Source: an optimization exercise on an open RTL-to-GDS flow (aim: small area). Production flows keep margins and buffers that such runs may drop. The RTL was checked by simulation tests, not by an equivalence proof against the original design. Power figures rest on the tool's default switching activity, not on a simulated workload.

==> run a: inputs <==
## mixer_top
module mixer_top
(
	input logic clk,
	input logic nRst,
	input logic wr_en,
	input logic cmd_data_sw,
	input logic [7:0] data,
	input logic ws,
	input logic [8*16-1:0] codec_in,	 
	output logic [4*16-1:0] codec_out	 
);
	localparam int ROW_W = 8*8;
	localparam int T3_W = 30;						 
	logic [8*ROW_W-1:0] gains;
	logic [4*ROW_W-1:0] pair_gains;		 
	logic [4*16-1:0] pair_mix;		 
	logic [8*T3_W-1:0] triples;		 
	logic ws_d;										 
	logic ws_d_n;
	genvar c;
	genvar p;
	genvar k;
	assign ws_d_n = ~ws_d;
	gain_regs u_gain_regs
	(
		.clk(clk),
		.nRst(nRst),
		.wr_en(wr_en),
		.cmd_data_sw(cmd_data_sw),
		.data(data),
		.gains(gains)
	);
	generate
		for (c = 0; c < 8; c++)
		begin : g_chan
			sample_triple u_triple
			(
				.sample(codec_in[c*16 +: 16]),
				.t3(triples[c*T3_W +: T3_W])
			);
		end
	endgenerate
	generate
		for (p = 0; p < 4; p++)
		begin : g_pair
			for (k = 0; k < ROW_W; k++)
			begin : g_sel
				cell_ao22 u_sel
				(
					.a1(ws_d),
					.a2(gains[(2*p)*ROW_W + k]),
					.b1(ws_d_n),
					.b2(gains[(2*p+1)*ROW_W + k]),
					.y(pair_gains[p*ROW_W + k])
				);
			end
			mix_bus u_mix_bus
			(
				.samples(codec_in),
				.triples(triples),
				.gains(pair_gains[p*ROW_W +: ROW_W]),
				.mix(pair_mix[p*16 +: 16])
			);
		end
	endgenerate
	frame_latch u_frame_latch
	(
		.clk(clk),
		.nRst(nRst),
		.ws(ws),
		.mix(pair_mix),
		.ws_d(ws_d),
		.codec_out(codec_out)
	);
endmodule
==> module gain_regs, before the edit <==
module gain_regs
(
	input logic clk,
	input logic nRst,
	input logic wr_en,						 
	input logic cmd_data_sw,				 
	input logic [7:0] data,
	output logic [8*8*8-1:0] gains
);
	logic [7:0] cmd_r;
	logic cmd_wr;
	logic data_wr;
	logic gain_cmd;
	logic gain_wr;
	assign cmd_wr = wr_en & cmd_data_sw;
	assign data_wr = wr_en & ~cmd_data_sw;
	assign gain_cmd = (cmd_r[7:6] == 2'b11);
	assign gain_wr = data_wr & gain_cmd;
	always_ff @(posedge clk or negedge nRst)
	begin
		if (!nRst)
		begin
			cmd_r <= '0;					 
		end
		else if (cmd_wr)
		begin
			cmd_r <= data;
		end
	end
	logic [8*8-1:0] gain_we;
	logic [8*8-1:0] gain_we_n;
	logic [8*8*8-1:0] gains_next;
	genvar g;
	genvar k;
	logic [8-1:0] bus_sel;
	logic [8-1:0] bus_sel_n;
	logic [8-1:0] src_sel;
	logic [8-1:0] src_sel_n;
	genvar r;
	generate
		for (r = 0; r < 8; r++)
		begin : g_pre
			assign bus_sel[r] = gain_wr & (cmd_r[5:3] == r);
			assign bus_sel_n[r] = ~bus_sel[r];
			assign src_sel[r] = (cmd_r[2:0] == r);
			assign src_sel_n[r] = ~src_sel[r];
		end
	endgenerate
	generate
		for (g = 0; g < 8*8; g++)
		begin : g_gain
			cell_nor2 u_we (.a(bus_sel_n[g/8]), .b(src_sel_n[g%8]), .y(gain_we[g]));
			cell_nand2 u_we_n (.a(bus_sel[g/8]), .b(src_sel[g%8]), .y(gain_we_n[g]));
			for (k = 0; k < 8; k++)
			begin : g_bit
				cell_ao22 u_hold
				(
					.a1(gain_we[g]),
					.a2(data[k]),
					.b1(gain_we_n[g]),
					.b2(gains[g*8 + k]),
					.y(gains_next[g*8 + k])
				);
			end
		end
	endgenerate
	always_ff @(posedge clk or negedge nRst)
	begin
		if (!nRst)
		begin
			for (int i = 0; i < 8*8; i++)
			begin
				gains[i*8 +: 8] <= 8'h80;
			end
		end
		else
		begin
			gains <= gains_next;
		end
	end
endmodule
==> flow/config.mk <==
export PLATFORM = sky130hd
export DESIGN_NAME = mixer_top
export DESIGN_NICKNAME = mixer_top
export VERILOG_FILES = /design/flow/design.v
export SDC_FILE = /design/flow/constraint.sdc
export NUM_CORES = 4
export LEC_CHECK = 0
export CAP_MARGIN = 20
export CORE_MARGIN = 2
export CORE_UTILIZATION = 45
export SLEW_MARGIN = 20
export SYNTH_HIERARCHICAL = 1
==> flow/constraint.sdc <==
create_clock -name core_clock -period 15.0 [get_ports {clk}]
set_input_delay 3.0000 -clock core_clock [delete_from_list [all_inputs] [get_ports {clk}]]
set_output_delay 3.0000 -clock core_clock [all_outputs]
set_load 0.01 [all_outputs]
standard.sh (not shown) runs the stock make flow with config.mk's settings and CLKGATE_MAP_FILE= SYNTH_SCRIPT=/design/flow/synth_recipe.tcl, a recipe that flattens the netlist after the stock synthesis.
==> flow/flow/run.sh <==
#!/bin/bash
# Layout flow: the standard flow (standard.sh) with three changes:
#  - after the standard synthesis, combinational cells that ABC sized up are
#    set back to drive 1 (repair_design and repair_timing size cells up again
#    where slew, load or timing need it);
#  - the port buffers are buf_1 cells (every port still gets its buffer);
#  - clock tree synthesis inserts no dummy loads.
# Each tool's output goes to its own log file in this folder.
set -euo pipefail
bash standard.sh synth > synth.log 2>&1
openroad -no_init -exit flow/downsize.tcl > downsize.log 2>&1
export BUFFER_PORTS_ARGS="-buffer_cell sky130_fd_sc_hd__buf_1"
export CTS_ARGS="-sink_clustering_enable -repair_clock_nets -dont_use_dummy_load -sink_clustering_size 20 -sink_clustering_max_diameter 100"
bash standard.sh > layout.log 2>&1
==> flow/flow/downsize.tcl <==
# Set combinational cells of the synthesized netlist back to drive strength 1.
set platform $::env(FLOW_PLATFORM)
set db orfs/results/$platform/mixer_top/base/1_synth.odb
read_liberty $::env(FLOW_HOME)/platforms/$platform/lib/sky130_fd_sc_hd__tt_025C_1v80.lib
read_db $db
set block [ord::get_db_block]
set n 0
foreach inst [$block getInsts] {
  set master [[$inst getMaster] getName]
  if { ![regexp {^(sky130_fd_sc_hd__)([a-z0-9]+)_([0-9]+)$} $master -> pfx func drive] } {
    continue
  }
  # registers keep their cells; tie cells and buffers are left alone
  if { [regexp {^(df|sdf|edf|sedf|dl|sdl|conb|clk|buf)} $func] } {
    continue
  }
  if { $drive == 1 } {
    continue
  }
  set small "${pfx}${func}_1"
  if { [[ord::get_db] findMaster $small] == "NULL" } {
    continue
  }
  replace_cell [$inst getName] $small
  incr n
}
puts "downsized $n instances"
write_db $db
==> run b: changes against run a <==
--- a/flow/design.v
+++ b/flow/design.v
@@ -1369,16 +1369,2 @@
 	genvar k;
-	logic [8-1:0] bus_sel;
-	logic [8-1:0] bus_sel_n;
-	logic [8-1:0] src_sel;
-	logic [8-1:0] src_sel_n;
-	genvar r;
-	generate
-		for (r = 0; r < 8; r++)
-		begin : g_pre
-			assign bus_sel[r] = gain_wr & (cmd_r[5:3] == r);
-			assign bus_sel_n[r] = ~bus_sel[r];
-			assign src_sel[r] = (cmd_r[2:0] == r);
-			assign src_sel_n[r] = ~src_sel[r];
-		end
-	endgenerate
 	generate
@@ -1386,4 +1372,4 @@
 		begin : g_gain
-			cell_nor2 u_we (.a(bus_sel_n[g/8]), .b(src_sel_n[g%8]), .y(gain_we[g]));
-			cell_nand2 u_we_n (.a(bus_sel[g/8]), .b(src_sel[g%8]), .y(gain_we_n[g]));
+			assign gain_we[g] = gain_wr & (cmd_r[5:0] == g);
+			assign gain_we_n[g] = ~gain_we[g];
 			for (k = 0; k < 8; k++)
--- a/flow/flow/run.sh
+++ b/flow/flow/run.sh
@@ -12,3 +12,3 @@
 export BUFFER_PORTS_ARGS="-buffer_cell sky130_fd_sc_hd__buf_1"
-export CTS_ARGS="-sink_clustering_enable -repair_clock_nets -dont_use_dummy_load -sink_clustering_size 20 -sink_clustering_max_diameter 100"
+export CTS_ARGS="-sink_clustering_enable -repair_clock_nets -dont_use_dummy_load"
 bash standard.sh > layout.log 2>&1
Settings changed: CORE_UTILIZATION 45 to 35, CTS_CLUSTER_DIAMETER set to 150, CTS_CLUSTER_SIZE set to 30, PLACE_DENSITY set to 0.45.
==> run c: changes against run a <==
--- a/flow/design.v
+++ b/flow/design.v
@@ -1369,16 +1369,2 @@
 	genvar k;
-	logic [8-1:0] bus_sel;
-	logic [8-1:0] bus_sel_n;
-	logic [8-1:0] src_sel;
-	logic [8-1:0] src_sel_n;
-	genvar r;
-	generate
-		for (r = 0; r < 8; r++)
-		begin : g_pre
-			assign bus_sel[r] = gain_wr & (cmd_r[5:3] == r);
-			assign bus_sel_n[r] = ~bus_sel[r];
-			assign src_sel[r] = (cmd_r[2:0] == r);
-			assign src_sel_n[r] = ~src_sel[r];
-		end
-	endgenerate
 	generate
@@ -1386,4 +1372,4 @@
 		begin : g_gain
-			cell_nor2 u_we (.a(bus_sel_n[g/8]), .b(src_sel_n[g%8]), .y(gain_we[g]));
-			cell_nand2 u_we_n (.a(bus_sel[g/8]), .b(src_sel[g%8]), .y(gain_we_n[g]));
+			assign gain_we[g] = gain_wr & (cmd_r[5:0] == g);
+			assign gain_we_n[g] = ~gain_we[g];
 			for (k = 0; k < 8; k++)
==> flow/run.sh (new file) <==
#!/bin/bash
# synth_recipe.tcl (not shown) runs the flow's synth.tcl, then flattens the netlist and writes it again
# the make line also repeats each setting of config.mk as NAME=value (left out here)
make -C /OpenROAD-flow-scripts/flow DESIGN_CONFIG=/design/flow/config.mk WORK_HOME=/design/flow/orfs CLKGATE_MAP_FILE= SYNTH_SCRIPT=/design/flow/synth_recipe.tcl finish
removed: flow/flow/run.sh
removed: flow/flow/downsize.tcl
removed: flow/standard.sh
==> comparison <==
- Sequential power is about the same in run b and run c.
- Synthesized cell count is the same in run c and run b.
- Area after synthesis, lowest first: run a, run b, run c.
- Clock power: run c is larger than run b (about 10%).
- In run c the hold slack is higher than in run b, by 0.0041 ns.
==> figures <==
quantity	run a	run c	run b
Overall power of the completed layout	7010 µW	8150 µW	7650 µW
Die height	395 µm	398 µm	449 µm
Worst reg-to-reg path cell count	29	28	28
WL met1	136 mm	142 mm	170 mm
Simple logic cell fraction of the synthesized area	6.35%	6.87%	6.87%
Sequential cell area share	19.6%	18.7%	19.0%
Area share of the leading cell type in the synthesized netlist	46.2%	45.9%	45.9%
Share of synthesized cell area in full adder, half adder and majority cells	47.1%	46.7%	46.7%
Layout-to-synthesis area ratio	1.087x	1.123x	1.118x
Total global routing track utilization	51.7%	53.6%	44.7%
Status	no timing/DRC/antenna violations	no timing/DRC/antenna violations	no timing/DRC/antenna violations

re-timing with driven ports:
How much do the figures lean on ideal ports? The routed layouts below were timed once more, with nothing changed but the port constraints. Step 1 (the two cells are an assumption about what drives the block):
set clk [get_ports {clk}]
set_driving_cell -lib_cell sky130_fd_sc_hd__clkbuf_16 $clk
set_driving_cell -lib_cell sky130_fd_sc_hd__buf_2 [delete_from_list [all_inputs] $clk]
Step 2 times the ports against the registers' clock, not the clock port: input delays grow and output delays shrink by t, the midpoint of the rising clock arrivals with the driver on. a / b / c = ideal / step 1 / step 2; a / b = the first two.
run	t (ns)	setup slack, ns	latest minus earliest clock arrival (ns)	slew at the worst register clock pin (ns)	cell pins on the clock port's net
run a	0.752	1.676 / 1.731 / 0.978	0.109 / 0.109	0.09 / 0.09	1
run b	0.780	1.621 / 1.686 / 0.906	0.047 / 0.047	0.06 / 0.06	1
run c	0.794	1.061 / 1.085 / 0.291	0.113 / 0.114	0.08 / 0.08	1
After both steps every run listed still meets setup and hold. For run c, which loses most, drivers alone change the setup slack by +0.024 ns; drivers and shift together by -0.770 ns.
